This design comes from an exercise in tuning for small area, a short achievable clock period and few clock cycles per item on the open sky130 flow, not from production work.
Function was checked by simulation only, so behaviour that the tests miss may differ from the original.
Power is estimated from default activity; no workload was simulated.

$ cat flow/standard.sh
#!/bin/bash
# synth_recipe.tcl (not shown) runs the flow's synth.tcl, then flattens the netlist and writes it again
# the make line also repeats each setting of config.mk as NAME=value (left out here)
make -C /OpenROAD-flow-scripts/flow DESIGN_CONFIG=/design/flow/config.mk WORK_HOME=/design/flow/orfs CLKGATE_MAP_FILE= SYNTH_SCRIPT=/design/flow/synth_recipe.tcl "${@:-finish}"
$ cat flow/config.mk
export PLATFORM = sky130hd
export DESIGN_NAME = radix_string_to_integer_unit
export DESIGN_NICKNAME = radix_string_to_integer_unit
export VERILOG_FILES = /design/flow/design.v
export SDC_FILE = /design/flow/constraint.sdc
export NUM_CORES = 4
export LEC_CHECK = 0
export CAP_MARGIN = 20
export CORE_MARGIN = 2
export CORE_UTILIZATION = 60
export PLACE_DENSITY = 0.75
export SETUP_SLACK_MARGIN = 2.4
export SLEW_MARGIN = 20
$ cat flow/constraint.sdc
create_clock -name core_clock -period 6.5 [get_ports {i_clk}]
set_input_delay 1.3000 -clock core_clock [delete_from_list [all_inputs] [get_ports {i_clk}]]
set_output_delay 1.3000 -clock core_clock [all_outputs]
set_load 0.01 [all_outputs]
$ cat flow/design.v
package rsti_pkg;
    localparam int MAX_DIGITS = 16;
    localparam int IDX_W      = 4;
    localparam int CNT_W      = 5;
    localparam int VAL_W      = 64;
    localparam int LO_W       = 32;
    localparam int Q_DEPTH    = 2;
    localparam int Q_PTR_W    = 1;
    localparam int Q_CNT_W    = 2;
    localparam logic [7:0] CH_MINUS = 8'h2D;
    localparam logic [7:0] CH_PLUS  = 8'h2B;
    localparam logic [7:0] CH_SPACE = 8'h20;
    localparam logic [7:0] CH_LF    = 8'h0A;
    localparam logic [7:0] CH_TAB   = 8'h09;
    localparam logic [7:0] CH_CR    = 8'h0D;
    localparam logic [7:0] CH_VT    = 8'h0B;
    localparam logic [7:0] CH_FF    = 8'h0C;
    localparam logic [7:0] CH_NUL   = 8'h00;
    localparam logic [1:0] REG_RADIX       = 2'd0;
    localparam logic [1:0] REG_DIGIT_COUNT = 2'd1;
    localparam logic [1:0] REG_DIGITS_LOW  = 2'd2;
    localparam logic [1:0] REG_DIGITS_HIGH = 2'd3;
    localparam logic [4:0]  RST_RADIX       = 5'd10;
    localparam logic [4:0]  RST_DIGIT_COUNT = 5'd10;
    localparam logic [63:0] RST_DIGITS_LOW  = 64'h3736_3534_3332_3130;
    localparam logic [63:0] RST_DIGITS_HIGH = 64'h0000_0000_0000_3938;
    typedef enum logic [1:0] {
        PH_WS   = 2'd0,
        PH_SIGN = 2'd1,
        PH_DIG  = 2'd2,
        PH_DONE = 2'd3
    } t_phase;
    typedef struct packed {
        logic             first;
        logic             space;
        logic             minus;
        logic             plus;
        logic             hit;
        logic [3:0]       idx;
    } t_tok;
    function automatic logic [7:0] booth(input logic [4:0] r);
        logic one0, two0, neg0, one1, two1, neg1, one2, two2;
        one0 = r[0];
        two0 = r[1] && !r[0];
        neg0 = r[1];
        one1 = r[1] ^ r[2];
        two1 = (r[3:1] == 3'b011) || (r[3:1] == 3'b100);
        neg1 = r[3] && !(r[2] && r[1]);
        one2 = r[3] ^ r[4];
        two2 = r[3] && r[4];
        booth = {two2, one2, neg1, two1, one1, neg0, two0, one0};
    endfunction
endpackage
module rsti_front (
    input  logic                        i_clk,
    input  logic                        i_rst_n,
    input  logic                        i_valid,
    output logic                        o_ready,
    input  logic [7:0]                  i_ch,
    input  logic                        i_first,
    input  logic [rsti_pkg::CNT_W-1:0]  i_digit_count,
    input  logic [2*rsti_pkg::VAL_W-1:0] i_alphabet,
    output logic                        o_qvalid,
    output rsti_pkg::t_tok              o_qtok,
    input  logic                        i_qpop
);
    rsti_pkg::t_tok                     w_tok;
    rsti_pkg::t_tok                     r_tok;
    logic                               r_tvalid;
    logic [7:0]                         w_entry;
    logic                               w_big;
    logic                               w_nul;
    always_comb begin
        w_big       = i_digit_count[4];
        w_nul       = (i_ch == rsti_pkg::CH_NUL);
        w_tok.first = i_first;
        w_tok.space = (i_ch == rsti_pkg::CH_SPACE) || (i_ch == rsti_pkg::CH_LF) ||
                      (i_ch == rsti_pkg::CH_TAB) || (i_ch == rsti_pkg::CH_CR) ||
                      (i_ch == rsti_pkg::CH_VT) || (i_ch == rsti_pkg::CH_FF);
        w_tok.minus = (i_ch == rsti_pkg::CH_MINUS);
        w_tok.plus  = (i_ch == rsti_pkg::CH_PLUS);
        w_tok.hit   = 1'b0;
        w_tok.idx   = '0;
        w_entry     = '0;
        for (int k = rsti_pkg::MAX_DIGITS - 1; k >= 0; k--) begin
            w_entry = i_alphabet[8*k +: 8];
            if ((w_big || (4'(k) < i_digit_count[3:0])) && !w_nul && (w_entry == i_ch)) begin
                w_tok.hit = 1'b1;
                w_tok.idx = rsti_pkg::IDX_W'(k);
            end
        end
    end
    assign o_ready  = i_qpop;
    assign o_qvalid = r_tvalid;
    assign o_qtok   = r_tok;
    always_ff @(posedge i_clk) begin
        if (i_qpop) begin
            r_tok <= w_tok;
        end
    end
    always_ff @(posedge i_clk) begin
        if (!i_rst_n) begin
            r_tvalid <= 1'b0;
        end else if (i_qpop) begin
            r_tvalid <= i_valid;
        end
    end
endmodule
module rsti_back (
    input  logic                          i_clk,
    input  logic                          i_rst_n,
    input  logic                          i_qvalid,
    input  rsti_pkg::t_tok                i_qtok,
    output logic                          o_qpop,
    input  logic [7:0]                    i_booth,
    input  logic [4:0]                    i_rm1,
    output logic                          o_valid,
    input  logic                          i_ready,
    output logic signed [rsti_pkg::VAL_W-1:0] o_value
);
    localparam int LO_W = rsti_pkg::LO_W;
    localparam int HI_W = rsti_pkg::VAL_W - LO_W;
    rsti_pkg::t_phase               r_phase;
    rsti_pkg::t_phase               n_phase;
    rsti_pkg::t_phase               w_ph;
    logic                           r_par;
    logic                           n_par;
    logic                           w_par;
    logic [LO_W-1:0]                r_lo;
    logic [HI_W-1:0]                r_hi;
    logic [LO_W-1:0]                w_lo_mac;
    logic                           w_lo_c;
    logic [4:0]                     w_lo_ca;
    logic [4:0]                     w_lo_cb;
    logic [4:0]                     w_carry;
    logic [HI_W-1:0]                w_hi_mac;
    logic [5:0]                     w_f;
    logic [LO_W-1:0]                w_lo_ld;
    logic [HI_W-1:0]                w_hi_ld;
    logic [4:0]                     r_ca;
    logic [4:0]                     r_cb;
    logic                           r_c;
    logic                           r_hmac;
    logic                           r_oval;
    logic                           w_run;
    logic                           w_pop;
    logic                           w_pre;
    logic                           w_emit;
    logic                           w_dig;
    logic                           w_rz;
    logic                           w_mac;
    logic                           w_load;
    logic                           w_lo_load;
    logic                           w_lo_step;
    logic                           w_lo_keep;
    logic                           w_hi_step;
    logic                           w_hi_keep;
    logic [LO_W-1:0]                w_lo_next;
    logic [HI_W-1:0]                w_hi_next;
    assign w_run   = !r_oval || i_ready;
    assign w_pop   = i_qvalid && w_run;
    assign o_qpop  = w_run;
    assign o_valid = r_oval;
    assign o_value = {r_hi, r_lo} ^ {rsti_pkg::VAL_W{r_par}};
    always_comb begin
        w_ph   = i_qtok.first ? rsti_pkg::PH_WS : r_phase;
        w_par  = i_qtok.first ? 1'b0 : r_par;
        w_pre  = (w_ph == rsti_pkg::PH_WS) || (w_ph == rsti_pkg::PH_SIGN);
        w_emit = 1'b0;
        w_dig  = 1'b0;
        n_phase = w_ph;
        n_par   = w_par;
        if (w_ph == rsti_pkg::PH_DONE) begin
            n_phase = rsti_pkg::PH_DONE;
        end else if ((w_ph == rsti_pkg::PH_WS) && i_qtok.space) begin
            n_phase = rsti_pkg::PH_WS;
        end else if (w_pre && i_qtok.minus) begin
            n_phase = rsti_pkg::PH_SIGN;
            n_par   = ~w_par;
        end else if (w_pre && i_qtok.plus) begin
            n_phase = rsti_pkg::PH_SIGN;
        end else if (i_qtok.hit) begin
            w_dig   = 1'b1;
            n_phase = rsti_pkg::PH_DIG;
        end else begin
            w_emit  = 1'b1;
            n_phase = rsti_pkg::PH_DONE;
        end
    end
    always_comb begin
        w_rz    = !(i_booth[0] || i_booth[1] || i_booth[3] || i_booth[4] ||
                    i_booth[6] || i_booth[7]);
        w_mac   = w_dig && !i_qtok.first && !w_rz;
        w_load  = i_qtok.first || (w_pre && i_qtok.minus) || (w_dig && w_rz);
        w_f     = 6'(i_qtok.idx) + (r_par ? 6'(i_rm1) : 6'd0);
        if (w_dig) begin
            w_lo_ld = w_par ? {{(LO_W-4){i_qtok.idx == '0}}, i_qtok.idx - 4'd1}
                            : LO_W'(i_qtok.idx);
            w_hi_ld = {HI_W{w_par && (i_qtok.idx == '0)}};
        end else begin
            w_lo_ld = {LO_W{n_par}};
            w_hi_ld = {HI_W{n_par}};
        end
    end
    rsti_mac_lo u_mac_lo (
        .i_v (r_lo),
        .i_b (i_booth),
        .i_f (w_f),
        .o_y (w_lo_mac),
        .o_c (w_lo_c),
        .o_ca (w_lo_ca),
        .o_cb (w_lo_cb)
    );
    assign w_carry = r_ca + r_cb + 5'(r_c);
    rsti_mac_hi u_mac_hi (
        .i_v (r_hi),
        .i_b (i_booth),
        .i_c (w_carry),
        .o_y (w_hi_mac)
    );
    always_comb begin
        w_lo_load = w_pop && w_load;
        w_lo_step = w_pop && w_mac;
        w_lo_keep = !(w_lo_load || w_lo_step);
        w_hi_step = r_hmac && !w_lo_load;
        w_hi_keep = !(w_lo_load || w_hi_step);
        w_lo_next = ({LO_W{w_lo_load}} & w_lo_ld) | ({LO_W{w_lo_step}} & w_lo_mac) |
                    ({LO_W{w_lo_keep}} & r_lo);
        w_hi_next = ({HI_W{w_lo_load}} & w_hi_ld) | ({HI_W{w_hi_step}} & w_hi_mac) |
                    ({HI_W{w_hi_keep}} & r_hi);
    end
    always_ff @(posedge i_clk) begin
        r_lo <= w_lo_next;
        r_hi <= w_hi_next;
        r_ca <= w_lo_ca;
        r_cb <= w_lo_cb;
        r_c  <= w_lo_c;
    end
    always_ff @(posedge i_clk) begin
        if (!i_rst_n) begin
            r_phase <= rsti_pkg::PH_DONE;
            r_par   <= 1'b0;
            r_oval  <= 1'b0;
            r_hmac  <= 1'b0;
        end else begin
            if (w_pop && w_emit) begin
                r_oval <= 1'b1;
            end else if (i_ready) begin
                r_oval <= 1'b0;
            end
            if (w_pop) begin
                r_phase <= n_phase;
                r_par   <= n_par;
            end
            r_hmac <= w_pop && w_mac;
        end
    end
endmodule
module rsti_mac_lo (
    input  logic [31:0] i_v,
    input  logic [7:0] i_b,
    input  logic [5:0] i_f,
    output logic [31:0] o_y,
    output logic o_c,
    output logic [4:0] o_ca,
    output logic [4:0] o_cb
);
    logic t0;
    logic t1;
    logic t2;
    logic t3;
    logic t4;
    logic t5;
    logic t6;
    logic t7;
    logic t8;
    logic t9;
    logic t10;
    logic t11;
    logic t12;
    logic t13;
    logic t14;
    logic t15;
    logic t16;
    logic t17;
    logic t18;
    logic t19;
    logic t20;
    logic t21;
    logic t22;
    logic t23;
    logic t24;
    logic t25;
    logic t26;
    logic t27;
    logic t28;
    logic t29;
    logic t30;
    logic t31;
    logic t32;
    logic t33;
    logic t34;
    logic t35;
    logic t36;
    logic t37;
    logic t38;
    logic t39;
    logic t40;
    logic t41;
    logic t42;
    logic t43;
    logic t44;
    logic t45;
    logic t46;
    logic t47;
    logic t48;
    logic t49;
    logic t50;
    logic t51;
    logic t52;
    logic t53;
    logic t54;
    logic t55;
    logic t56;
    logic t57;
    logic t58;
    logic t59;
    logic t60;
    logic t61;
    logic t62;
    logic t63;
    logic t64;
    logic t65;
    logic t66;
    logic t67;
    logic t68;
    logic t69;
    logic t70;
    logic t71;
    logic t72;
    logic t73;
    logic t74;
    logic t75;
    logic t76;
    logic t77;
    logic t78;
    logic t79;
    logic t80;
    logic t81;
    logic t82;
    logic t83;
    logic t84;
    logic t85;
    logic t86;
    logic t87;
    logic t88;
    logic t89;
    logic t90;
    logic t91;
    logic t92;
    logic t93;
    logic t94;
    logic t95;
    logic t96;
    logic t97;
    logic t98;
    logic t99;
    logic t100;
    logic t101;
    logic t102;
    logic t103;
    logic t104;
    logic t105;
    logic t106;
    logic t107;
    logic t108;
    logic t109;
    logic t110;
    logic t111;
    logic t112;
    logic t113;
    logic t114;
    logic t115;
    logic t116;
    logic t117;
    logic t118;
    logic t119;
    logic t120;
    logic t121;
    logic t122;
    logic t123;
    logic t124;
    logic t125;
    logic t126;
    logic t127;
    logic t128;
    logic t129;
    logic t130;
    logic t131;
    logic t132;
    logic t133;
    logic t134;
    logic t135;
    logic t136;
    logic t137;
    logic t138;
    logic t139;
    logic t140;
    logic t141;
    logic t142;
    logic t143;
    logic t144;
    logic t145;
    logic t146;
    logic t147;
    logic t148;
    logic t149;
    logic t150;
    logic t151;
    logic t152;
    logic t153;
    logic t154;
    logic t155;
    logic t156;
    logic t157;
    logic t158;
    logic t159;
    logic t160;
    logic t161;
    logic t162;
    logic t163;
    logic t164;
    logic t165;
    logic t166;
    logic t167;
    logic t168;
    logic t169;
    logic t170;
    logic t171;
    logic t172;
    logic t173;
    logic t174;
    logic t175;
    logic t176;
    logic t177;
    logic t178;
    logic t179;
    logic t180;
    logic t181;
    logic t182;
    logic t183;
    logic t184;
    logic t185;
    logic t186;
    logic t187;
    logic t188;
    logic t189;
    logic t190;
    logic t191;
    logic t192;
    logic t193;
    logic t194;
    logic t195;
    logic t196;
    logic t197;
    logic t198;
    logic t199;
    logic t200;
    logic t201;
    logic t202;
    logic t203;
    logic t204;
    logic t205;
    logic t206;
    logic t207;
    logic t208;
    logic t209;
    logic t210;
    logic t211;
    logic t212;
    logic t213;
    logic t214;
    logic t215;
    logic t216;
    logic t217;
    logic t218;
    logic t219;
    logic t220;
    logic t221;
    logic t222;
    logic t223;
    logic t224;
    logic t225;
    logic t226;
    logic t227;
    logic t228;
    logic t229;
    logic t230;
    logic t231;
    logic t232;
    logic t233;
    logic t234;
    logic t235;
    logic t236;
    logic t237;
    logic t238;
    logic t239;
    logic t240;
    logic t241;
    logic t242;
    assign t0 = ((i_b[0] & i_v[0])) ^ i_b[2];
    assign t1 = ((i_b[0] & i_v[1]) | (i_b[1] & i_v[0])) ^ i_b[2];
    assign t2 = ((i_b[0] & i_v[2]) | (i_b[1] & i_v[1])) ^ i_b[2];
    assign t3 = ((i_b[0] & i_v[3]) | (i_b[1] & i_v[2])) ^ i_b[2];
    assign t4 = ((i_b[0] & i_v[4]) | (i_b[1] & i_v[3])) ^ i_b[2];
    assign t5 = ((i_b[0] & i_v[5]) | (i_b[1] & i_v[4])) ^ i_b[2];
    assign t6 = ((i_b[0] & i_v[6]) | (i_b[1] & i_v[5])) ^ i_b[2];
    assign t7 = ((i_b[0] & i_v[7]) | (i_b[1] & i_v[6])) ^ i_b[2];
    assign t8 = ((i_b[0] & i_v[8]) | (i_b[1] & i_v[7])) ^ i_b[2];
    assign t9 = ((i_b[0] & i_v[9]) | (i_b[1] & i_v[8])) ^ i_b[2];
    assign t10 = ((i_b[0] & i_v[10]) | (i_b[1] & i_v[9])) ^ i_b[2];
    assign t11 = ((i_b[0] & i_v[11]) | (i_b[1] & i_v[10])) ^ i_b[2];
    assign t12 = ((i_b[0] & i_v[12]) | (i_b[1] & i_v[11])) ^ i_b[2];
    assign t13 = ((i_b[0] & i_v[13]) | (i_b[1] & i_v[12])) ^ i_b[2];
    assign t14 = ((i_b[0] & i_v[14]) | (i_b[1] & i_v[13])) ^ i_b[2];
    assign t15 = ((i_b[0] & i_v[15]) | (i_b[1] & i_v[14])) ^ i_b[2];
    assign t16 = ((i_b[0] & i_v[16]) | (i_b[1] & i_v[15])) ^ i_b[2];
    assign t17 = ((i_b[0] & i_v[17]) | (i_b[1] & i_v[16])) ^ i_b[2];
    assign t18 = ((i_b[0] & i_v[18]) | (i_b[1] & i_v[17])) ^ i_b[2];
    assign t19 = ((i_b[0] & i_v[19]) | (i_b[1] & i_v[18])) ^ i_b[2];
    assign t20 = ((i_b[0] & i_v[20]) | (i_b[1] & i_v[19])) ^ i_b[2];
    assign t21 = ((i_b[0] & i_v[21]) | (i_b[1] & i_v[20])) ^ i_b[2];
    assign t22 = ((i_b[0] & i_v[22]) | (i_b[1] & i_v[21])) ^ i_b[2];
    assign t23 = ((i_b[0] & i_v[23]) | (i_b[1] & i_v[22])) ^ i_b[2];
    assign t24 = ((i_b[0] & i_v[24]) | (i_b[1] & i_v[23])) ^ i_b[2];
    assign t25 = ((i_b[0] & i_v[25]) | (i_b[1] & i_v[24])) ^ i_b[2];
    assign t26 = ((i_b[0] & i_v[26]) | (i_b[1] & i_v[25])) ^ i_b[2];
    assign t27 = ((i_b[0] & i_v[27]) | (i_b[1] & i_v[26])) ^ i_b[2];
    assign t28 = ((i_b[0] & i_v[28]) | (i_b[1] & i_v[27])) ^ i_b[2];
    assign t29 = ((i_b[0] & i_v[29]) | (i_b[1] & i_v[28])) ^ i_b[2];
    assign t30 = ((i_b[0] & i_v[30]) | (i_b[1] & i_v[29])) ^ i_b[2];
    assign t31 = ((i_b[0] & i_v[31]) | (i_b[1] & i_v[30])) ^ i_b[2];
    assign t32 = ((i_b[1] & i_v[31])) ^ i_b[2];
    assign t33 = ((i_b[3] & i_v[0])) ^ i_b[5];
    assign t34 = ((i_b[3] & i_v[1]) | (i_b[4] & i_v[0])) ^ i_b[5];
    assign t35 = ((i_b[3] & i_v[2]) | (i_b[4] & i_v[1])) ^ i_b[5];
    assign t36 = ((i_b[3] & i_v[3]) | (i_b[4] & i_v[2])) ^ i_b[5];
    assign t37 = ((i_b[3] & i_v[4]) | (i_b[4] & i_v[3])) ^ i_b[5];
    assign t38 = ((i_b[3] & i_v[5]) | (i_b[4] & i_v[4])) ^ i_b[5];
    assign t39 = ((i_b[3] & i_v[6]) | (i_b[4] & i_v[5])) ^ i_b[5];
    assign t40 = ((i_b[3] & i_v[7]) | (i_b[4] & i_v[6])) ^ i_b[5];
    assign t41 = ((i_b[3] & i_v[8]) | (i_b[4] & i_v[7])) ^ i_b[5];
    assign t42 = ((i_b[3] & i_v[9]) | (i_b[4] & i_v[8])) ^ i_b[5];
    assign t43 = ((i_b[3] & i_v[10]) | (i_b[4] & i_v[9])) ^ i_b[5];
    assign t44 = ((i_b[3] & i_v[11]) | (i_b[4] & i_v[10])) ^ i_b[5];
    assign t45 = ((i_b[3] & i_v[12]) | (i_b[4] & i_v[11])) ^ i_b[5];
    assign t46 = ((i_b[3] & i_v[13]) | (i_b[4] & i_v[12])) ^ i_b[5];
    assign t47 = ((i_b[3] & i_v[14]) | (i_b[4] & i_v[13])) ^ i_b[5];
    assign t48 = ((i_b[3] & i_v[15]) | (i_b[4] & i_v[14])) ^ i_b[5];
    assign t49 = ((i_b[3] & i_v[16]) | (i_b[4] & i_v[15])) ^ i_b[5];
    assign t50 = ((i_b[3] & i_v[17]) | (i_b[4] & i_v[16])) ^ i_b[5];
    assign t51 = ((i_b[3] & i_v[18]) | (i_b[4] & i_v[17])) ^ i_b[5];
    assign t52 = ((i_b[3] & i_v[19]) | (i_b[4] & i_v[18])) ^ i_b[5];
    assign t53 = ((i_b[3] & i_v[20]) | (i_b[4] & i_v[19])) ^ i_b[5];
    assign t54 = ((i_b[3] & i_v[21]) | (i_b[4] & i_v[20])) ^ i_b[5];
    assign t55 = ((i_b[3] & i_v[22]) | (i_b[4] & i_v[21])) ^ i_b[5];
    assign t56 = ((i_b[3] & i_v[23]) | (i_b[4] & i_v[22])) ^ i_b[5];
    assign t57 = ((i_b[3] & i_v[24]) | (i_b[4] & i_v[23])) ^ i_b[5];
    assign t58 = ((i_b[3] & i_v[25]) | (i_b[4] & i_v[24])) ^ i_b[5];
    assign t59 = ((i_b[3] & i_v[26]) | (i_b[4] & i_v[25])) ^ i_b[5];
    assign t60 = ((i_b[3] & i_v[27]) | (i_b[4] & i_v[26])) ^ i_b[5];
    assign t61 = ((i_b[3] & i_v[28]) | (i_b[4] & i_v[27])) ^ i_b[5];
    assign t62 = ((i_b[3] & i_v[29]) | (i_b[4] & i_v[28])) ^ i_b[5];
    assign t63 = ((i_b[3] & i_v[30]) | (i_b[4] & i_v[29])) ^ i_b[5];
    assign t64 = ((i_b[3] & i_v[31]) | (i_b[4] & i_v[30])) ^ i_b[5];
    assign t65 = ((i_b[4] & i_v[31])) ^ i_b[5];
    assign t66 = (i_b[6] & i_v[0]);
    assign t67 = (i_b[6] & i_v[1]) | (i_b[7] & i_v[0]);
    assign t68 = (i_b[6] & i_v[2]) | (i_b[7] & i_v[1]);
    assign t69 = (i_b[6] & i_v[3]) | (i_b[7] & i_v[2]);
    assign t70 = (i_b[6] & i_v[4]) | (i_b[7] & i_v[3]);
    assign t71 = (i_b[6] & i_v[5]) | (i_b[7] & i_v[4]);
    assign t72 = (i_b[6] & i_v[6]) | (i_b[7] & i_v[5]);
    assign t73 = (i_b[6] & i_v[7]) | (i_b[7] & i_v[6]);
    assign t74 = (i_b[6] & i_v[8]) | (i_b[7] & i_v[7]);
    assign t75 = (i_b[6] & i_v[9]) | (i_b[7] & i_v[8]);
    assign t76 = (i_b[6] & i_v[10]) | (i_b[7] & i_v[9]);
    assign t77 = (i_b[6] & i_v[11]) | (i_b[7] & i_v[10]);
    assign t78 = (i_b[6] & i_v[12]) | (i_b[7] & i_v[11]);
    assign t79 = (i_b[6] & i_v[13]) | (i_b[7] & i_v[12]);
    assign t80 = (i_b[6] & i_v[14]) | (i_b[7] & i_v[13]);
    assign t81 = (i_b[6] & i_v[15]) | (i_b[7] & i_v[14]);
    assign t82 = (i_b[6] & i_v[16]) | (i_b[7] & i_v[15]);
    assign t83 = (i_b[6] & i_v[17]) | (i_b[7] & i_v[16]);
    assign t84 = (i_b[6] & i_v[18]) | (i_b[7] & i_v[17]);
    assign t85 = (i_b[6] & i_v[19]) | (i_b[7] & i_v[18]);
    assign t86 = (i_b[6] & i_v[20]) | (i_b[7] & i_v[19]);
    assign t87 = (i_b[6] & i_v[21]) | (i_b[7] & i_v[20]);
    assign t88 = (i_b[6] & i_v[22]) | (i_b[7] & i_v[21]);
    assign t89 = (i_b[6] & i_v[23]) | (i_b[7] & i_v[22]);
    assign t90 = (i_b[6] & i_v[24]) | (i_b[7] & i_v[23]);
    assign t91 = (i_b[6] & i_v[25]) | (i_b[7] & i_v[24]);
    assign t92 = (i_b[6] & i_v[26]) | (i_b[7] & i_v[25]);
    assign t93 = (i_b[6] & i_v[27]) | (i_b[7] & i_v[26]);
    assign t94 = (i_b[6] & i_v[28]) | (i_b[7] & i_v[27]);
    assign t95 = (i_b[6] & i_v[29]) | (i_b[7] & i_v[28]);
    assign t96 = (i_b[6] & i_v[30]) | (i_b[7] & i_v[29]);
    assign t97 = (i_b[6] & i_v[31]) | (i_b[7] & i_v[30]);
    assign t98 = (i_b[7] & i_v[31]);
    assign t99 = t2 ^ t33;
    assign t100 = t2 & t33;
    assign t101 = t3 ^ t34;
    assign t102 = t3 & t34;
    assign t103 = t4 ^ t35 ^ t66;
    assign t104 = (t4 & t35) | (t4 & t66) | (t35 & t66);
    assign t105 = t5 ^ t36 ^ t67;
    assign t106 = (t5 & t36) | (t5 & t67) | (t36 & t67);
    assign t107 = t6 ^ t37;
    assign t108 = t6 & t37;
    assign t109 = t7 ^ t38;
    assign t110 = t7 & t38;
    assign t111 = t8 ^ t39;
    assign t112 = t8 & t39;
    assign t113 = t9 ^ t40;
    assign t114 = t9 & t40;
    assign t115 = t10 ^ t41;
    assign t116 = t10 & t41;
    assign t117 = t11 ^ t42;
    assign t118 = t11 & t42;
    assign t119 = t12 ^ t43;
    assign t120 = t12 & t43;
    assign t121 = t13 ^ t44;
    assign t122 = t13 & t44;
    assign t123 = t14 ^ t45;
    assign t124 = t14 & t45;
    assign t125 = t15 ^ t46;
    assign t126 = t15 & t46;
    assign t127 = t16 ^ t47;
    assign t128 = t16 & t47;
    assign t129 = t17 ^ t48;
    assign t130 = t17 & t48;
    assign t131 = t18 ^ t49;
    assign t132 = t18 & t49;
    assign t133 = t19 ^ t50;
    assign t134 = t19 & t50;
    assign t135 = t20 ^ t51;
    assign t136 = t20 & t51;
    assign t137 = t21 ^ t52;
    assign t138 = t21 & t52;
    assign t139 = t22 ^ t53;
    assign t140 = t22 & t53;
    assign t141 = t23 ^ t54;
    assign t142 = t23 & t54;
    assign t143 = t24 ^ t55;
    assign t144 = t24 & t55;
    assign t145 = t25 ^ t56;
    assign t146 = t25 & t56;
    assign t147 = t26 ^ t57;
    assign t148 = t26 & t57;
    assign t149 = t27 ^ t58;
    assign t150 = t27 & t58;
    assign t151 = t28 ^ t59;
    assign t152 = t28 & t59;
    assign t153 = t29 ^ t60;
    assign t154 = t29 & t60;
    assign t155 = t30 ^ t61;
    assign t156 = t30 & t61;
    assign t157 = t31 ^ t62;
    assign t158 = t31 & t62;
    assign t159 = t32 ^ t63;
    assign t160 = t32 & t63;
    assign t161 = i_b[2] ^ t64;
    assign t162 = i_b[2] & t64;
    assign t163 = i_b[2] ^ t65;
    assign t164 = i_b[2] & t65;
    assign t165 = i_b[2] ^ i_b[5];
    assign t166 = i_b[2] & i_b[5];
    assign t167 = i_b[2] ^ i_b[5];
    assign t168 = i_b[2] & i_b[5];
    assign t169 = t0 ^ i_b[2];
    assign t170 = t0 & i_b[2];
    assign t171 = t1 ^ i_f[1];
    assign t172 = t1 & i_f[1];
    assign t173 = t99 ^ i_b[5] ^ i_f[2];
    assign t174 = (t99 & i_b[5]) | (t99 & i_f[2]) | (i_b[5] & i_f[2]);
    assign t175 = t100 ^ t101 ^ i_f[3];
    assign t176 = (t100 & t101) | (t100 & i_f[3]) | (t101 & i_f[3]);
    assign t177 = t102 ^ t103 ^ i_f[4];
    assign t178 = (t102 & t103) | (t102 & i_f[4]) | (t103 & i_f[4]);
    assign t179 = t104 ^ t105 ^ i_f[5];
    assign t180 = (t104 & t105) | (t104 & i_f[5]) | (t105 & i_f[5]);
    assign t181 = t106 ^ t107 ^ t68;
    assign t182 = (t106 & t107) | (t106 & t68) | (t107 & t68);
    assign t183 = t108 ^ t109 ^ t69;
    assign t184 = (t108 & t109) | (t108 & t69) | (t109 & t69);
    assign t185 = t110 ^ t111 ^ t70;
    assign t186 = (t110 & t111) | (t110 & t70) | (t111 & t70);
    assign t187 = t112 ^ t113 ^ t71;
    assign t188 = (t112 & t113) | (t112 & t71) | (t113 & t71);
    assign t189 = t114 ^ t115 ^ t72;
    assign t190 = (t114 & t115) | (t114 & t72) | (t115 & t72);
    assign t191 = t116 ^ t117 ^ t73;
    assign t192 = (t116 & t117) | (t116 & t73) | (t117 & t73);
    assign t193 = t118 ^ t119 ^ t74;
    assign t194 = (t118 & t119) | (t118 & t74) | (t119 & t74);
    assign t195 = t120 ^ t121 ^ t75;
    assign t196 = (t120 & t121) | (t120 & t75) | (t121 & t75);
    assign t197 = t122 ^ t123 ^ t76;
    assign t198 = (t122 & t123) | (t122 & t76) | (t123 & t76);
    assign t199 = t124 ^ t125 ^ t77;
    assign t200 = (t124 & t125) | (t124 & t77) | (t125 & t77);
    assign t201 = t126 ^ t127 ^ t78;
    assign t202 = (t126 & t127) | (t126 & t78) | (t127 & t78);
    assign t203 = t128 ^ t129 ^ t79;
    assign t204 = (t128 & t129) | (t128 & t79) | (t129 & t79);
    assign t205 = t130 ^ t131 ^ t80;
    assign t206 = (t130 & t131) | (t130 & t80) | (t131 & t80);
    assign t207 = t132 ^ t133 ^ t81;
    assign t208 = (t132 & t133) | (t132 & t81) | (t133 & t81);
    assign t209 = t134 ^ t135 ^ t82;
    assign t210 = (t134 & t135) | (t134 & t82) | (t135 & t82);
    assign t211 = t136 ^ t137 ^ t83;
    assign t212 = (t136 & t137) | (t136 & t83) | (t137 & t83);
    assign t213 = t138 ^ t139 ^ t84;
    assign t214 = (t138 & t139) | (t138 & t84) | (t139 & t84);
    assign t215 = t140 ^ t141 ^ t85;
    assign t216 = (t140 & t141) | (t140 & t85) | (t141 & t85);
    assign t217 = t142 ^ t143 ^ t86;
    assign t218 = (t142 & t143) | (t142 & t86) | (t143 & t86);
    assign t219 = t144 ^ t145 ^ t87;
    assign t220 = (t144 & t145) | (t144 & t87) | (t145 & t87);
    assign t221 = t146 ^ t147 ^ t88;
    assign t222 = (t146 & t147) | (t146 & t88) | (t147 & t88);
    assign t223 = t148 ^ t149 ^ t89;
    assign t224 = (t148 & t149) | (t148 & t89) | (t149 & t89);
    assign t225 = t150 ^ t151 ^ t90;
    assign t226 = (t150 & t151) | (t150 & t90) | (t151 & t90);
    assign t227 = t152 ^ t153 ^ t91;
    assign t228 = (t152 & t153) | (t152 & t91) | (t153 & t91);
    assign t229 = t154 ^ t155 ^ t92;
    assign t230 = (t154 & t155) | (t154 & t92) | (t155 & t92);
    assign t231 = t156 ^ t157 ^ t93;
    assign t232 = (t156 & t157) | (t156 & t93) | (t157 & t93);
    assign t233 = t158 ^ t159 ^ t94;
    assign t234 = (t158 & t159) | (t158 & t94) | (t159 & t94);
    assign t235 = t160 ^ t161 ^ t95;
    assign t236 = (t160 & t161) | (t160 & t95) | (t161 & t95);
    assign t237 = t162 ^ t163 ^ t96;
    assign t238 = (t162 & t163) | (t162 & t96) | (t163 & t96);
    assign t239 = t164 ^ t165 ^ t97;
    assign t240 = (t164 & t165) | (t164 & t97) | (t165 & t97);
    assign t241 = t166 ^ t167 ^ t98;
    assign t242 = (t166 & t167) | (t166 & t98) | (t167 & t98);
    assign {o_c, o_y} = {1'b0, t230, t228, t226, t224, t222, t220, t218, t216, t214, t212, t210, t208, t206, t204, t202, t200, t198, t196, t194, t192, t190, t188, t186, t184, t182, t180, t178, t176, t174, t172, t170, t169} + {1'b0, t231, t229, t227, t225, t223, t221, t219, t217, t215, t213, t211, t209, t207, t205, t203, t201, t199, t197, t195, t193, t191, t189, t187, t185, t183, t181, t179, t177, t175, t173, t171, i_f[0]};
    assign o_ca = {t240, t238, t236, t234, t232};
    assign o_cb = {t241, t239, t237, t235, t233};
endmodule
module rsti_mac_hi (
    input  logic [31:0] i_v,
    input  logic [7:0] i_b,
    input  logic [4:0] i_c,
    output logic [31:0] o_y
);
    logic t0;
    logic t1;
    logic t2;
    logic t3;
    logic t4;
    logic t5;
    logic t6;
    logic t7;
    logic t8;
    logic t9;
    logic t10;
    logic t11;
    logic t12;
    logic t13;
    logic t14;
    logic t15;
    logic t16;
    logic t17;
    logic t18;
    logic t19;
    logic t20;
    logic t21;
    logic t22;
    logic t23;
    logic t24;
    logic t25;
    logic t26;
    logic t27;
    logic t28;
    logic t29;
    logic t30;
    logic t31;
    logic t32;
    logic t33;
    logic t34;
    logic t35;
    logic t36;
    logic t37;
    logic t38;
    logic t39;
    logic t40;
    logic t41;
    logic t42;
    logic t43;
    logic t44;
    logic t45;
    logic t46;
    logic t47;
    logic t48;
    logic t49;
    logic t50;
    logic t51;
    logic t52;
    logic t53;
    logic t54;
    logic t55;
    logic t56;
    logic t57;
    logic t58;
    logic t59;
    logic t60;
    logic t61;
    logic t62;
    logic t63;
    logic t64;
    logic t65;
    logic t66;
    logic t67;
    logic t68;
    logic t69;
    logic t70;
    logic t71;
    logic t72;
    logic t73;
    logic t74;
    logic t75;
    logic t76;
    logic t77;
    logic t78;
    logic t79;
    logic t80;
    logic t81;
    logic t82;
    logic t83;
    logic t84;
    logic t85;
    logic t86;
    logic t87;
    logic t88;
    logic t89;
    logic t90;
    logic t91;
    logic t92;
    logic t93;
    logic t94;
    logic t95;
    logic t96;
    logic t97;
    logic t98;
    logic t99;
    logic t100;
    logic t101;
    logic t102;
    logic t103;
    logic t104;
    logic t105;
    logic t106;
    logic t107;
    logic t108;
    logic t109;
    logic t110;
    logic t111;
    logic t112;
    logic t113;
    logic t114;
    logic t115;
    logic t116;
    logic t117;
    logic t118;
    logic t119;
    logic t120;
    logic t121;
    logic t122;
    logic t123;
    logic t124;
    logic t125;
    logic t126;
    logic t127;
    logic t128;
    logic t129;
    logic t130;
    logic t131;
    logic t132;
    logic t133;
    logic t134;
    logic t135;
    logic t136;
    logic t137;
    logic t138;
    logic t139;
    logic t140;
    logic t141;
    logic t142;
    logic t143;
    logic t144;
    logic t145;
    logic t146;
    logic t147;
    logic t148;
    logic t149;
    logic t150;
    logic t151;
    logic t152;
    logic t153;
    logic t154;
    logic t155;
    logic t156;
    logic t157;
    logic t158;
    logic t159;
    logic t160;
    logic t161;
    logic t162;
    logic t163;
    logic t164;
    logic t165;
    logic t166;
    logic t167;
    logic t168;
    logic t169;
    logic t170;
    logic t171;
    logic t172;
    logic t173;
    logic t174;
    logic t175;
    logic t176;
    logic t177;
    logic t178;
    logic t179;
    logic t180;
    logic t181;
    logic t182;
    logic t183;
    logic t184;
    logic t185;
    logic t186;
    logic t187;
    logic t188;
    logic t189;
    logic t190;
    logic t191;
    logic t192;
    logic t193;
    logic t194;
    logic t195;
    logic t196;
    logic t197;
    logic t198;
    logic t199;
    logic t200;
    logic t201;
    logic t202;
    logic t203;
    logic t204;
    logic t205;
    logic t206;
    logic t207;
    logic t208;
    logic t209;
    logic t210;
    logic t211;
    logic t212;
    logic t213;
    assign t0 = ((i_b[0] & i_v[0])) ^ i_b[2];
    assign t1 = ((i_b[0] & i_v[1]) | (i_b[1] & i_v[0])) ^ i_b[2];
    assign t2 = ((i_b[0] & i_v[2]) | (i_b[1] & i_v[1])) ^ i_b[2];
    assign t3 = ((i_b[0] & i_v[3]) | (i_b[1] & i_v[2])) ^ i_b[2];
    assign t4 = ((i_b[0] & i_v[4]) | (i_b[1] & i_v[3])) ^ i_b[2];
    assign t5 = ((i_b[0] & i_v[5]) | (i_b[1] & i_v[4])) ^ i_b[2];
    assign t6 = ((i_b[0] & i_v[6]) | (i_b[1] & i_v[5])) ^ i_b[2];
    assign t7 = ((i_b[0] & i_v[7]) | (i_b[1] & i_v[6])) ^ i_b[2];
    assign t8 = ((i_b[0] & i_v[8]) | (i_b[1] & i_v[7])) ^ i_b[2];
    assign t9 = ((i_b[0] & i_v[9]) | (i_b[1] & i_v[8])) ^ i_b[2];
    assign t10 = ((i_b[0] & i_v[10]) | (i_b[1] & i_v[9])) ^ i_b[2];
    assign t11 = ((i_b[0] & i_v[11]) | (i_b[1] & i_v[10])) ^ i_b[2];
    assign t12 = ((i_b[0] & i_v[12]) | (i_b[1] & i_v[11])) ^ i_b[2];
    assign t13 = ((i_b[0] & i_v[13]) | (i_b[1] & i_v[12])) ^ i_b[2];
    assign t14 = ((i_b[0] & i_v[14]) | (i_b[1] & i_v[13])) ^ i_b[2];
    assign t15 = ((i_b[0] & i_v[15]) | (i_b[1] & i_v[14])) ^ i_b[2];
    assign t16 = ((i_b[0] & i_v[16]) | (i_b[1] & i_v[15])) ^ i_b[2];
    assign t17 = ((i_b[0] & i_v[17]) | (i_b[1] & i_v[16])) ^ i_b[2];
    assign t18 = ((i_b[0] & i_v[18]) | (i_b[1] & i_v[17])) ^ i_b[2];
    assign t19 = ((i_b[0] & i_v[19]) | (i_b[1] & i_v[18])) ^ i_b[2];
    assign t20 = ((i_b[0] & i_v[20]) | (i_b[1] & i_v[19])) ^ i_b[2];
    assign t21 = ((i_b[0] & i_v[21]) | (i_b[1] & i_v[20])) ^ i_b[2];
    assign t22 = ((i_b[0] & i_v[22]) | (i_b[1] & i_v[21])) ^ i_b[2];
    assign t23 = ((i_b[0] & i_v[23]) | (i_b[1] & i_v[22])) ^ i_b[2];
    assign t24 = ((i_b[0] & i_v[24]) | (i_b[1] & i_v[23])) ^ i_b[2];
    assign t25 = ((i_b[0] & i_v[25]) | (i_b[1] & i_v[24])) ^ i_b[2];
    assign t26 = ((i_b[0] & i_v[26]) | (i_b[1] & i_v[25])) ^ i_b[2];
    assign t27 = ((i_b[0] & i_v[27]) | (i_b[1] & i_v[26])) ^ i_b[2];
    assign t28 = ((i_b[0] & i_v[28]) | (i_b[1] & i_v[27])) ^ i_b[2];
    assign t29 = ((i_b[0] & i_v[29]) | (i_b[1] & i_v[28])) ^ i_b[2];
    assign t30 = ((i_b[0] & i_v[30]) | (i_b[1] & i_v[29])) ^ i_b[2];
    assign t31 = ((i_b[0] & i_v[31]) | (i_b[1] & i_v[30])) ^ i_b[2];
    assign t32 = ((i_b[3] & i_v[0])) ^ i_b[5];
    assign t33 = ((i_b[3] & i_v[1]) | (i_b[4] & i_v[0])) ^ i_b[5];
    assign t34 = ((i_b[3] & i_v[2]) | (i_b[4] & i_v[1])) ^ i_b[5];
    assign t35 = ((i_b[3] & i_v[3]) | (i_b[4] & i_v[2])) ^ i_b[5];
    assign t36 = ((i_b[3] & i_v[4]) | (i_b[4] & i_v[3])) ^ i_b[5];
    assign t37 = ((i_b[3] & i_v[5]) | (i_b[4] & i_v[4])) ^ i_b[5];
    assign t38 = ((i_b[3] & i_v[6]) | (i_b[4] & i_v[5])) ^ i_b[5];
    assign t39 = ((i_b[3] & i_v[7]) | (i_b[4] & i_v[6])) ^ i_b[5];
    assign t40 = ((i_b[3] & i_v[8]) | (i_b[4] & i_v[7])) ^ i_b[5];
    assign t41 = ((i_b[3] & i_v[9]) | (i_b[4] & i_v[8])) ^ i_b[5];
    assign t42 = ((i_b[3] & i_v[10]) | (i_b[4] & i_v[9])) ^ i_b[5];
    assign t43 = ((i_b[3] & i_v[11]) | (i_b[4] & i_v[10])) ^ i_b[5];
    assign t44 = ((i_b[3] & i_v[12]) | (i_b[4] & i_v[11])) ^ i_b[5];
    assign t45 = ((i_b[3] & i_v[13]) | (i_b[4] & i_v[12])) ^ i_b[5];
    assign t46 = ((i_b[3] & i_v[14]) | (i_b[4] & i_v[13])) ^ i_b[5];
    assign t47 = ((i_b[3] & i_v[15]) | (i_b[4] & i_v[14])) ^ i_b[5];
    assign t48 = ((i_b[3] & i_v[16]) | (i_b[4] & i_v[15])) ^ i_b[5];
    assign t49 = ((i_b[3] & i_v[17]) | (i_b[4] & i_v[16])) ^ i_b[5];
    assign t50 = ((i_b[3] & i_v[18]) | (i_b[4] & i_v[17])) ^ i_b[5];
    assign t51 = ((i_b[3] & i_v[19]) | (i_b[4] & i_v[18])) ^ i_b[5];
    assign t52 = ((i_b[3] & i_v[20]) | (i_b[4] & i_v[19])) ^ i_b[5];
    assign t53 = ((i_b[3] & i_v[21]) | (i_b[4] & i_v[20])) ^ i_b[5];
    assign t54 = ((i_b[3] & i_v[22]) | (i_b[4] & i_v[21])) ^ i_b[5];
    assign t55 = ((i_b[3] & i_v[23]) | (i_b[4] & i_v[22])) ^ i_b[5];
    assign t56 = ((i_b[3] & i_v[24]) | (i_b[4] & i_v[23])) ^ i_b[5];
    assign t57 = ((i_b[3] & i_v[25]) | (i_b[4] & i_v[24])) ^ i_b[5];
    assign t58 = ((i_b[3] & i_v[26]) | (i_b[4] & i_v[25])) ^ i_b[5];
    assign t59 = ((i_b[3] & i_v[27]) | (i_b[4] & i_v[26])) ^ i_b[5];
    assign t60 = ((i_b[3] & i_v[28]) | (i_b[4] & i_v[27])) ^ i_b[5];
    assign t61 = ((i_b[3] & i_v[29]) | (i_b[4] & i_v[28])) ^ i_b[5];
    assign t62 = (i_b[6] & i_v[0]);
    assign t63 = (i_b[6] & i_v[1]) | (i_b[7] & i_v[0]);
    assign t64 = (i_b[6] & i_v[2]) | (i_b[7] & i_v[1]);
    assign t65 = (i_b[6] & i_v[3]) | (i_b[7] & i_v[2]);
    assign t66 = (i_b[6] & i_v[4]) | (i_b[7] & i_v[3]);
    assign t67 = (i_b[6] & i_v[5]) | (i_b[7] & i_v[4]);
    assign t68 = (i_b[6] & i_v[6]) | (i_b[7] & i_v[5]);
    assign t69 = (i_b[6] & i_v[7]) | (i_b[7] & i_v[6]);
    assign t70 = (i_b[6] & i_v[8]) | (i_b[7] & i_v[7]);
    assign t71 = (i_b[6] & i_v[9]) | (i_b[7] & i_v[8]);
    assign t72 = (i_b[6] & i_v[10]) | (i_b[7] & i_v[9]);
    assign t73 = (i_b[6] & i_v[11]) | (i_b[7] & i_v[10]);
    assign t74 = (i_b[6] & i_v[12]) | (i_b[7] & i_v[11]);
    assign t75 = (i_b[6] & i_v[13]) | (i_b[7] & i_v[12]);
    assign t76 = (i_b[6] & i_v[14]) | (i_b[7] & i_v[13]);
    assign t77 = (i_b[6] & i_v[15]) | (i_b[7] & i_v[14]);
    assign t78 = (i_b[6] & i_v[16]) | (i_b[7] & i_v[15]);
    assign t79 = (i_b[6] & i_v[17]) | (i_b[7] & i_v[16]);
    assign t80 = (i_b[6] & i_v[18]) | (i_b[7] & i_v[17]);
    assign t81 = (i_b[6] & i_v[19]) | (i_b[7] & i_v[18]);
    assign t82 = (i_b[6] & i_v[20]) | (i_b[7] & i_v[19]);
    assign t83 = (i_b[6] & i_v[21]) | (i_b[7] & i_v[20]);
    assign t84 = (i_b[6] & i_v[22]) | (i_b[7] & i_v[21]);
    assign t85 = (i_b[6] & i_v[23]) | (i_b[7] & i_v[22]);
    assign t86 = (i_b[6] & i_v[24]) | (i_b[7] & i_v[23]);
    assign t87 = (i_b[6] & i_v[25]) | (i_b[7] & i_v[24]);
    assign t88 = (i_b[6] & i_v[26]) | (i_b[7] & i_v[25]);
    assign t89 = (i_b[6] & i_v[27]) | (i_b[7] & i_v[26]);
    assign t90 = t2 ^ t32;
    assign t91 = t2 & t32;
    assign t92 = t3 ^ t33;
    assign t93 = t3 & t33;
    assign t94 = t4 ^ t34 ^ t62;
    assign t95 = (t4 & t34) | (t4 & t62) | (t34 & t62);
    assign t96 = t5 ^ t35;
    assign t97 = t5 & t35;
    assign t98 = t6 ^ t36;
    assign t99 = t6 & t36;
    assign t100 = t7 ^ t37;
    assign t101 = t7 & t37;
    assign t102 = t8 ^ t38;
    assign t103 = t8 & t38;
    assign t104 = t9 ^ t39;
    assign t105 = t9 & t39;
    assign t106 = t10 ^ t40;
    assign t107 = t10 & t40;
    assign t108 = t11 ^ t41;
    assign t109 = t11 & t41;
    assign t110 = t12 ^ t42;
    assign t111 = t12 & t42;
    assign t112 = t13 ^ t43;
    assign t113 = t13 & t43;
    assign t114 = t14 ^ t44;
    assign t115 = t14 & t44;
    assign t116 = t15 ^ t45;
    assign t117 = t15 & t45;
    assign t118 = t16 ^ t46;
    assign t119 = t16 & t46;
    assign t120 = t17 ^ t47;
    assign t121 = t17 & t47;
    assign t122 = t18 ^ t48;
    assign t123 = t18 & t48;
    assign t124 = t19 ^ t49;
    assign t125 = t19 & t49;
    assign t126 = t20 ^ t50;
    assign t127 = t20 & t50;
    assign t128 = t21 ^ t51;
    assign t129 = t21 & t51;
    assign t130 = t22 ^ t52;
    assign t131 = t22 & t52;
    assign t132 = t23 ^ t53;
    assign t133 = t23 & t53;
    assign t134 = t24 ^ t54;
    assign t135 = t24 & t54;
    assign t136 = t25 ^ t55;
    assign t137 = t25 & t55;
    assign t138 = t26 ^ t56;
    assign t139 = t26 & t56;
    assign t140 = t27 ^ t57;
    assign t141 = t27 & t57;
    assign t142 = t28 ^ t58;
    assign t143 = t28 & t58;
    assign t144 = t29 ^ t59;
    assign t145 = t29 & t59;
    assign t146 = t30 ^ t60;
    assign t147 = t30 & t60;
    assign t148 = t31 ^ t61;
    assign t149 = t31 & t61;
    assign t150 = t0 ^ i_b[2];
    assign t151 = t0 & i_b[2];
    assign t152 = t1 ^ i_c[1];
    assign t153 = t1 & i_c[1];
    assign t154 = t90 ^ i_b[5] ^ i_c[2];
    assign t155 = (t90 & i_b[5]) | (t90 & i_c[2]) | (i_b[5] & i_c[2]);
    assign t156 = t91 ^ t92 ^ i_c[3];
    assign t157 = (t91 & t92) | (t91 & i_c[3]) | (t92 & i_c[3]);
    assign t158 = t93 ^ t94 ^ i_c[4];
    assign t159 = (t93 & t94) | (t93 & i_c[4]) | (t94 & i_c[4]);
    assign t160 = t95 ^ t96 ^ t63;
    assign t161 = (t95 & t96) | (t95 & t63) | (t96 & t63);
    assign t162 = t97 ^ t98 ^ t64;
    assign t163 = (t97 & t98) | (t97 & t64) | (t98 & t64);
    assign t164 = t99 ^ t100 ^ t65;
    assign t165 = (t99 & t100) | (t99 & t65) | (t100 & t65);
    assign t166 = t101 ^ t102 ^ t66;
    assign t167 = (t101 & t102) | (t101 & t66) | (t102 & t66);
    assign t168 = t103 ^ t104 ^ t67;
    assign t169 = (t103 & t104) | (t103 & t67) | (t104 & t67);
    assign t170 = t105 ^ t106 ^ t68;
    assign t171 = (t105 & t106) | (t105 & t68) | (t106 & t68);
    assign t172 = t107 ^ t108 ^ t69;
    assign t173 = (t107 & t108) | (t107 & t69) | (t108 & t69);
    assign t174 = t109 ^ t110 ^ t70;
    assign t175 = (t109 & t110) | (t109 & t70) | (t110 & t70);
    assign t176 = t111 ^ t112 ^ t71;
    assign t177 = (t111 & t112) | (t111 & t71) | (t112 & t71);
    assign t178 = t113 ^ t114 ^ t72;
    assign t179 = (t113 & t114) | (t113 & t72) | (t114 & t72);
    assign t180 = t115 ^ t116 ^ t73;
    assign t181 = (t115 & t116) | (t115 & t73) | (t116 & t73);
    assign t182 = t117 ^ t118 ^ t74;
    assign t183 = (t117 & t118) | (t117 & t74) | (t118 & t74);
    assign t184 = t119 ^ t120 ^ t75;
    assign t185 = (t119 & t120) | (t119 & t75) | (t120 & t75);
    assign t186 = t121 ^ t122 ^ t76;
    assign t187 = (t121 & t122) | (t121 & t76) | (t122 & t76);
    assign t188 = t123 ^ t124 ^ t77;
    assign t189 = (t123 & t124) | (t123 & t77) | (t124 & t77);
    assign t190 = t125 ^ t126 ^ t78;
    assign t191 = (t125 & t126) | (t125 & t78) | (t126 & t78);
    assign t192 = t127 ^ t128 ^ t79;
    assign t193 = (t127 & t128) | (t127 & t79) | (t128 & t79);
    assign t194 = t129 ^ t130 ^ t80;
    assign t195 = (t129 & t130) | (t129 & t80) | (t130 & t80);
    assign t196 = t131 ^ t132 ^ t81;
    assign t197 = (t131 & t132) | (t131 & t81) | (t132 & t81);
    assign t198 = t133 ^ t134 ^ t82;
    assign t199 = (t133 & t134) | (t133 & t82) | (t134 & t82);
    assign t200 = t135 ^ t136 ^ t83;
    assign t201 = (t135 & t136) | (t135 & t83) | (t136 & t83);
    assign t202 = t137 ^ t138 ^ t84;
    assign t203 = (t137 & t138) | (t137 & t84) | (t138 & t84);
    assign t204 = t139 ^ t140 ^ t85;
    assign t205 = (t139 & t140) | (t139 & t85) | (t140 & t85);
    assign t206 = t141 ^ t142 ^ t86;
    assign t207 = (t141 & t142) | (t141 & t86) | (t142 & t86);
    assign t208 = t143 ^ t144 ^ t87;
    assign t209 = (t143 & t144) | (t143 & t87) | (t144 & t87);
    assign t210 = t145 ^ t146 ^ t88;
    assign t211 = (t145 & t146) | (t145 & t88) | (t146 & t88);
    assign t212 = t147 ^ t148 ^ t89;
    assign t213 = (t147 & t148) | (t147 & t89) | (t148 & t89);
    assign o_y = {t211, t209, t207, t205, t203, t201, t199, t197, t195, t193, t191, t189, t187, t185, t183, t181, t179, t177, t175, t173, t171, t169, t167, t165, t163, t161, t159, t157, t155, t153, t151, t150} + {t212, t210, t208, t206, t204, t202, t200, t198, t196, t194, t192, t190, t188, t186, t184, t182, t180, t178, t176, t174, t172, t170, t168, t166, t164, t162, t160, t158, t156, t154, t152, i_c[0]};
endmodule
module radix_string_to_integer_unit (
    input  logic                              i_clk,
    input  logic                              i_rst_n,
    input  logic                              i_valid,
    output logic                              o_ready,
    input  logic [7:0]                        i_ch,
    input  logic                              i_first,
    output logic                              o_valid,
    input  logic                              i_ready,
    output logic signed [rsti_pkg::VAL_W-1:0] o_value,
    input  logic                              i_cfg_we,
    input  logic [1:0]                        i_cfg_idx,
    input  logic [rsti_pkg::VAL_W-1:0]        i_cfg_data
);
    logic [7:0]                  r_booth;
    logic [4:0]                  r_rm1;
    logic [rsti_pkg::CNT_W-1:0]  r_digit_count;
    logic [rsti_pkg::VAL_W-1:0]  r_digits_low;
    logic [rsti_pkg::VAL_W-1:0]  r_digits_high;
    logic                        w_qvalid;
    rsti_pkg::t_tok              w_qtok;
    logic                        w_qpop;
    always_ff @(posedge i_clk) begin
        if (!i_rst_n) begin
            r_booth       <= rsti_pkg::booth(rsti_pkg::RST_RADIX);
            r_rm1         <= rsti_pkg::RST_RADIX - 5'd1;
            r_digit_count <= rsti_pkg::RST_DIGIT_COUNT;
            r_digits_low  <= rsti_pkg::RST_DIGITS_LOW;
            r_digits_high <= rsti_pkg::RST_DIGITS_HIGH;
        end else if (i_cfg_we) begin
            case (i_cfg_idx)
                rsti_pkg::REG_RADIX: begin
                    r_booth <= rsti_pkg::booth(i_cfg_data[4:0]);
                    r_rm1   <= i_cfg_data[4:0] - 5'd1;
                end
                rsti_pkg::REG_DIGIT_COUNT: r_digit_count <= i_cfg_data[4:0];
                rsti_pkg::REG_DIGITS_LOW:  r_digits_low  <= i_cfg_data;
                rsti_pkg::REG_DIGITS_HIGH: r_digits_high <= i_cfg_data;
                default: begin
                end
            endcase
        end
    end
    rsti_front u_front (
        .i_clk         (i_clk),
        .i_rst_n       (i_rst_n),
        .i_valid       (i_valid),
        .o_ready       (o_ready),
        .i_ch          (i_ch),
        .i_first       (i_first),
        .i_digit_count (r_digit_count),
        .i_alphabet    ({r_digits_high, r_digits_low}),
        .o_qvalid      (w_qvalid),
        .o_qtok        (w_qtok),
        .i_qpop        (w_qpop)
    );
    rsti_back u_back (
        .i_clk    (i_clk),
        .i_rst_n  (i_rst_n),
        .i_qvalid (w_qvalid),
        .i_qtok   (w_qtok),
        .o_qpop   (w_qpop),
        .i_booth  (r_booth),
        .i_rm1    (r_rm1),
        .o_valid  (o_valid),
        .i_ready  (i_ready),
        .o_value  (o_value)
    );
endmodule
$ cat flow/flow/run.sh
#!/bin/bash
# Own flow: the standard layout, with the one change that synthesis
# leaves adders to abc instead of mapping them to the library's full- and
# half-adder cells (ADDER_MAP_FILE empty). Everything else, including the
# registers, their names and cell types, is the standard flow's.
set -euo pipefail
bash standard.sh ADDER_MAP_FILE= finish > standard.log 2>&1
==> flow_metrics.py, run 1 <==
metrics = {
    "cts": {
        "clk_latency_ns": 0.57,
        "clockBufferDepth": 3,
        "cts_buffers": 28,
        "path_clk_slew_ns": 0.06,
        "clock-sinks": 236,
        "cts_root_buf": "clkbuf_16",
        "cts_hold_buf": 0,
        "htreeDepth": 1,
        "tritoncts": "yes",
    },
    "sta": {
        "setup_viol": 0,
        "skew_ns": 0.0166,
        "tns_ns": 0,
        "post-route-period-util_pct": 65.7,
        "tightest_slew_ns": 0.930,
        "finalMaxSlewViolations": 0,
        "hold_violations": 0,
        "fmax_mhz": 234,
        "fin_crit_ns": 4.27,
        "grt_setup_unrepaired": "yes",
        "relSlewSlack_pct": 37.9,
    },
    "final_layout": {
        "antennaDiodeCount": 0,
        "multi_input_area_um2": 15500,
        "nets": 2789,
        "fillers": 2481,
        "post-route-util_pct": 73.5,
        "layout-drive-gt1-share_pct": 15.2,
        "register_area_um2": 4870,
        "area_growth_pct": 20.2,
    },
    "worst_setup_path": {
        "critPathMaxFanout": 16,
        "endpoint_kind": "flip-flop",
        "cp.buffers_inverters": 3,
        "worstPathArrival_ns": 4.71,
        "cp_top_family": "compound AO/OA/AOI/OAI gates",
        "cp-start-kind": "flip-flop",
        "cp.required_ns": 6.94,
        "startpoint": "r_booth[0]",
        "crit_path_frequent_cell": "buf_12",
        "path_cells": "buf_12, buf_12, a22oi_2, xnor2_1, buf_4, nand2_2, xor3_2, xor2_2, nand2_1, or3_4, nor2_4, a21oi_2, o311a_1, o31ai_4, a221oi_2, o21ai_2, a31oi_2, o21bai_1, xor2_1, o21ai_1",
        "worstSetupPathType": "reg2reg",
        "cpPeakStageDelay_ns": 0.43,
        "slowest_stage": "xor3_2",
        "rr_startpoint": "r_booth[0]",
    },
    "synth": {
        "synth_nets": 2721,
        "synth_area_per_cell_um2": 7.78,
        "synthFlopType": "dfxtp_1",
        "synth.cell_area_um2": 20500,
        "ys_types": 96,
        "synth_top_area_cell": "dfxtp_1",
        "synth_warnings": 3,
        "synth-edff-count": 9,
        "synthTopCellsByArea": "dfxtp_1, xnor2_1, nand2_1",
        "synthCells": 2641,
        "yosysTopAreaCellShare_pct": 22.1,
        "ys_seq_area_share_pct": 23.4,
        "async_flop_share_pct": 0,
        "ys_ff_latch": 236,
    },
    "run": {
        "max_cap_viol_count": 0,
    },
    "grt": {
        "grt_start_max_net_pins": 74,
        "grt.overflow.total": 0,
        "gr-usage-all-layers_pct": 32.3,
        "antenna_found_initial": 0,
        "grt_pass1_wl_mm": 95.4,
        "first_global_vias": 19294,
    },
    "power": {
        "p_switching_w": 0.00665,
        "power.leakage_nw": 9.43,
        "p_int_w": 0.00760,
        "p_seq_share_pct": 14.3,
        "p_sw_share_pct": 46.6,
        "share_clk_of_total_power_pct": 12.0,
        "p_comb_share_pct": 73.7,
        "irDropWorstVdd_mv": 0.349,
        "power_density_nw_per_um2": 577,
    },
    "hold_path": {
        "hold_path.class": "reg2reg",
        "hp-start": "r_digits_low[0]",
    },
    "detailed_routing": {
        "drc_errors": 0,
        "ant_nets": 0,
        "drt-initial-drc-count": 1612,
        "num_vias": 19640,
        "wire_per_inst_um": 19.3,
        "dr.pass1.iters": 6,
        "via_per_inst": 6.18,
        "wl_mm": 61.4,
    },
    "floorplan": {
        "ios": 146,
        "die_area_um2": 35700,
        "initial_utilization_pct": 61.1,
        "rows": 67,
        "die_w_um": 189,
        "die_h_um": 189,
        "design.core.area_um2": 33600,
    },
    "placed_design": {
        "port_buffers": 145,
        "hpwl_mm": 38.2,
        "gp_routability_congestion": 0.910,
    },
    "status": {
        "outcome": "complete, no violations",
    },
}
cell usage in the layout, fill, tap and decap left out, drive strengths merged, types with 21 or more instances in the layout:
master and count:
clkdlybuf4s50 141, or2 21, xor2 180, nor3 26, nand4 22, nor4 21
nand3 68, xnor2 408, maj3 79, a31oi 24, a21oi 146, nor2 110
a21boi 35, nand2 440, inv 38, a22oi 171, clkbuf 37, and2 31
dfxtp 227, buf 119, o21ai 130
metrics by stage:
stage	std cells	instance area, um2	power [W]	worst slack, ns	hold WS (ns)
floorplan	2641	20500	0.00894	2.47	0.448
global placement	3041	21800	0.0104	1.40	0.454
detailed placement	3041	21800	0.0105	1.25	0.458
CTS	3156	23900	0.0130	2.23	0.467
global route	3178	24700	0.0151	2.05	0.480
finish	3178	24700	0.0142	2.23	0.468
layer usage:
layer / vias to the layer above / GRT usage [%] / share of wire [%]
li1: 9234 / - / -
met1: 9348 / 37.0 / 39
met2: 839 / 58.2 / 49
met3: 219 / 4.76 / 6.9
met4: 0 / 16.9 / 5.0
met5: - / 0 / 0
sequential cells by signal (all words and copies together) (netlist names):
name	flops
u_back.r_hi	32
u_front.r_tvalid	1
u_back.r_ca	5
u_back.r_phase	2
u_back.r_hmac	1
u_back.r_cb	5
u_back.r_oval	1
u_front.r_tok	9
u_back.r_par	1
u_back.r_lo	32
r_digits_low	64
r_booth	8
u_back.r_c	1
r_digit_count	5
r_digits_high	64
r_rm1	5
layout make-up:
| type | instances | share of cell area (%) |
|---|---|---|
| tap | 448 | 2.27 |
| multi-input combinational | 2140 | 62.7 |
| inverter | 39 | 0.593 |
| clock inverter | 15 | 0.831 |
| sequential | 236 | 19.7 |
| clock buffer | 36 | 3.21 |
| timing repair buffer | 264 | 10.7 |
cells in the mapped netlist, types with 7 or more instances:
cell	n
nand2_1	440
xnor2_1	395
dfxtp_1	227
xor2_1	180
a22oi_1	163
a21oi_1	145
clkbuf_1	141
nor2_1	109
o21ai_0	104
maj3_1	72
nand3_1	68
inv_1	36
a21boi_0	32
buf_1	32
and2_1	28
buf_2	27
a31oi_1	24
nor3_1	24
o21ai_1	24
nand4_1	22
nor4_1	21
buf_6	18
nand2b_1	18
mux2i_1	17
or2_2	15
a22o_1	14
nor2b_1	13
xnor2_2	13
xnor3_1	13
edfxtp_1	9
o211ai_1	9
o31ai_1	9
or3_1	9
a22oi_2	8
xor3_1	8
buf_4	7
maj3_2	7
nand3b_1	7
cell families (layout without fill, tap and decap cells):
| kind of cell | count (synthesis) | in the layout | synth area share (%) |
|---|---|---|---|
| buf+inv | 265 | 354 | 5.85 |
| simple gates | 806 | 806 | 17.6 |
| compound gates | 628 | 628 | 20.5 |
| mux | 18 | 18 | 0.883 |
| flops | 236 | 236 | 23.4 |
| fa+ha+maj | 79 | 79 | 3.89 |
| xor+xnor | 609 | 609 | 27.9 |
worst reg2reg max path, cell delays in order (launching register included):
cell and delay, ns:
dfxtp_4 0.41, buf_12 0.15, buf_12 0.15, a22oi_2 0.18, xnor2_1 0.13, buf_4 0.16
nand2_2 0.07, xor3_2 0.43, xor2_2 0.19, nand2_1 0.12, or3_4 0.43, nor2_4 0.16
a21oi_2 0.08, o311a_1 0.35, o31ai_4 0.22, a221oi_2 0.14, o21ai_2 0.21, a31oi_2 0.14
o21bai_1 0.18, xor2_1 0.17, o21ai_1 0.07
power by group through the flow:
stage	logic, W	registers [W]	clock network [W]
after global placement	0.00832	0.00204	0
after global routing	0.0113	0.00205	0.00179
after detailed placement	0.00850	0.00205	0
final	0.0105	0.00203	0.00172
after floorplan	0.00722	0.00172	0
after CTS	0.00932	0.00200	0.00173
final timing paths:
kind / to / slack [ns] / cells after the start
worst max-delay path: u_back.r_lo[30] / 2.23 / 20
worst min-delay path: r_digits_low[0] / 0.47 / 2
worst max register to register: u_back.r_lo[30] / 2.23 / 20
worst min register to register: r_digits_low[0] / 0.47 / 2
repair_timing:
| action | CTS | global route |
|---|---|---|
| buffers inserted | 64 | 21 |
| pin swaps | 50 | 50 |
| gates cloned | 0 | 1 |
| resized for setup | 111 | 147 |
| endpoints found under the setup margin | 43 | 38 |
Testbench counts, summed over its fixed seeds: cycles 18,815, items 18,783.
==> inputs of run 2 (changes only) <==
==> flow/flow/run.sh (replaced) <==
#!/bin/bash
# Own flow: the standard layout (standard.sh, unchanged synthesis), with
# one change: every input and output port still gets its own buffer, but a
# plain sky130_fd_sc_hd__buf_2 rather than the delay cell buffer_ports picks
# by itself. standard.sh's output goes to standard.log; each ORFS step keeps
# its own log under orfs/logs/.
set -euo pipefail
bash standard.sh "BUFFER_PORTS_ARGS=-buffer_cell sky130_fd_sc_hd__buf_2" finish > standard.log 2>&1
==> run 2 against run 1 <==
Still clean. Wire length down 7.6%. Total power shrank 0.64%. Clock skew rose by 0.0092 ns. Worst setup slack worse by 0.051 ns. Critical endpoint is now u_back.r_hi[25]. Largest power group unchanged.
==> flow_metrics.py, run 2 <==
metrics = {
    "status": {
        "outcome": "complete, no violations",
    },
    "power": {
        "irDropWorstVdd_mv": 0.385,
        "share_clk_of_total_power_pct": 11.0,
        "power_density_nw_per_um2": 626,
        "power.leakage_nw": 9.51,
    },
    "synth": {
        "synthFlopType": "dfxtp_1",
        "synth_area_per_cell_um2": 8.30,
        "ys_ff_latch": 236,
        "synth.cell_area_um2": 20000,
        "async_flop_share_pct": 0,
        "synth_nets": 2696,
        "synthCells": 2407,
        "yosysTopAreaCellShare_pct": 22.8,
    },
    "grt": {
        "gr-usage-all-layers_pct": 30.9,
        "first_global_vias": 17390,
        "grt_pass1_wl_mm": 88.8,
    },
    "floorplan": {
        "ios": 146,
    },
    "detailed_routing": {
        "wl_mm": 56.7,
        "num_vias": 17957,
        "wire_per_inst_um": 19.6,
        "drc_errors": 0,
        "drt-initial-drc-count": 1491,
        "ant_nets": 0,
    },
    "final_layout": {
        "final_cell_mix": "nand2_1, xnor2_1, dfxtp_1",
        "nets": 2720,
    },
    "sta": {
        "relSlewSlack_pct": 23.8,
        "hold_violations": 0,
        "setup_slack_ns": 2.18,
        "setup_viol": 0,
    },
    "cts": {
        "htreeDepth": 1,
    },
    "hold_path": {
        "hold_path.class": "reg2reg",
    },
    "worst_setup_path": {
        "cp.required_ns": 7.01,
        "rr_endpoint": "u_back.r_hi[25]",
    },
    "placed_design": {
        "pre_cts_ws_ns": 1.51,
    },
}
[run 2: cell count changes in the layout (fill, tap and decap cells not counted), moves of 36 or more]
| cell | delta |
|---|---|
| buf_2 | +143 |
| clkdlybuf4s50_1 | -141 |
| ha_1 | +131 |
| xnor2_1 | -113 |
| nand2_1 | -94 |
| a21oi_1 | -75 |
| fa_1 | +66 |
| a21boi_0 | +64 |
| maj3_1 | -56 |
| xnor2_2 | -46 |
| a22o_1 | +41 |
| a21o_1 | +40 |
| nor2_1 | -36 |
| xor2_1 | -36 |
[run 2: tightest hold or removal path: cells and delay by family (launching register included)]
family,cells,cell delay [ns]
flip-flops,1,0.31
AO/OA/AOI/OAI,1,0.06
AND/OR/NAND/NOR,1,0.05
[run 2: kinds of logic after synthesis]
group	share of synthesized area, %
buffers and inverters	5.53
DFF	24.1
adders and majority gates	15.7
muxes	1.01
and+or+nand+nor	14.3
AOI/OAI and AO/OA	22.7
xor gates and xnor gates	16.7
[run 2: final cells by class]
| class | count | area [um2] | share of cell area, % |
|---|---|---|---|
| clock inverter | 14 | 144 | 0.636 |
| antenna | 2 | 5.00 | 0.0221 |
| tap | 442 | 553 | 2.44 |
| inverter | 62 | 233 | 1.03 |
| sequential | 236 | 4850 | 21.4 |
| clock buffer | 37 | 774 | 3.42 |
| multi-input combinational | 1882 | 14600 | 64.5 |
| timing repair buffer | 221 | 1460 | 6.45 |
[run 2: timing repair]
action / CTS / global route
setup endpoints to repair: 48 / 30
pin swaps: 37 / 55
setup buffers: 37 / 19
resized for setup: 52 / 83
hold buffers: 0 / 0
[run 2: worst max-delay path by stage]
stage,start,end,cells after the start
finish,u_back.r_ca[0],u_back.r_hi[25],19
CTS,u_back.r_ca[0],u_back.r_hi[25],19
detailed placement,r_booth[0],u_back.r_hi[31],15
global placement,r_booth[0],u_back.r_hi[31],15
floorplan,u_back.r_par,u_back.r_lo[16],22
global route,u_back.r_ca[0],u_back.r_hi[26],22
[run 2: power by group through the flow]
| stage | Clock [W] | Combinational, W | Sequential [W] |
|---|---|---|---|
| floorplan | 0 | 0.00709 | 0.00171 |
| global placement | 0 | 0.00836 | 0.00203 |
| detailed placement | 0 | 0.00851 | 0.00204 |
| CTS | 0.00158 | 0.00921 | 0.00199 |
| global route | 0.00164 | 0.0115 | 0.00202 |
| finish | 0.00156 | 0.0106 | 0.00200 |
[run 2: routing by layer]
| layer | up-vias | part of all wire [%] | global-route usage (%) |
|---|---|---|---|
| met4 | 6 | 4.1 | 12.9 |
| met5 | - | 0.069 | 0 |
| met1 | 8615 | 41 | 39.2 |
| li1 | 8434 | - | - |
| met3 | 168 | 7.0 | 4.51 |
| met2 | 734 | 48 | 52.9 |
[run 2: metrics by stage]
stage	total power, W	area, um2	utilization, %	hold WS [ns]
3_5_place_dp	0.0105	20600	63.3	0.471
4_1_cts	0.0128	22100	67.8	0.479
3_3_place_gp	0.0104	20600	63.3	0.463
5_1_grt	0.0152	22600	69.4	0.492
6_report	0.0142	22600	69.4	0.477
2_1_floorplan	0.00881	20100	-	0.447

[re-timing with driven ports]
In the flow no input, the clock included, has a driving cell. The finished layouts below were timed again as built, in two steps.
Step 1 assumes that a clkbuf_16 drives the clock port and a buf_2 every other input.
Step 2 also shifts input and output timing later by t, the mid clock arrival at the registers, as if the neighbouring blocks saw the same clock.
Three values: ideal, step 1, step 2; two values: the first two.
run | t (ns) | setup WS [ns]
run 1 | 0.611 | 2.231 / 2.231 / 2.032
run 2 | 0.629 | 2.179 / 2.179 / 2.179
After both steps every run listed still meets setup and hold.
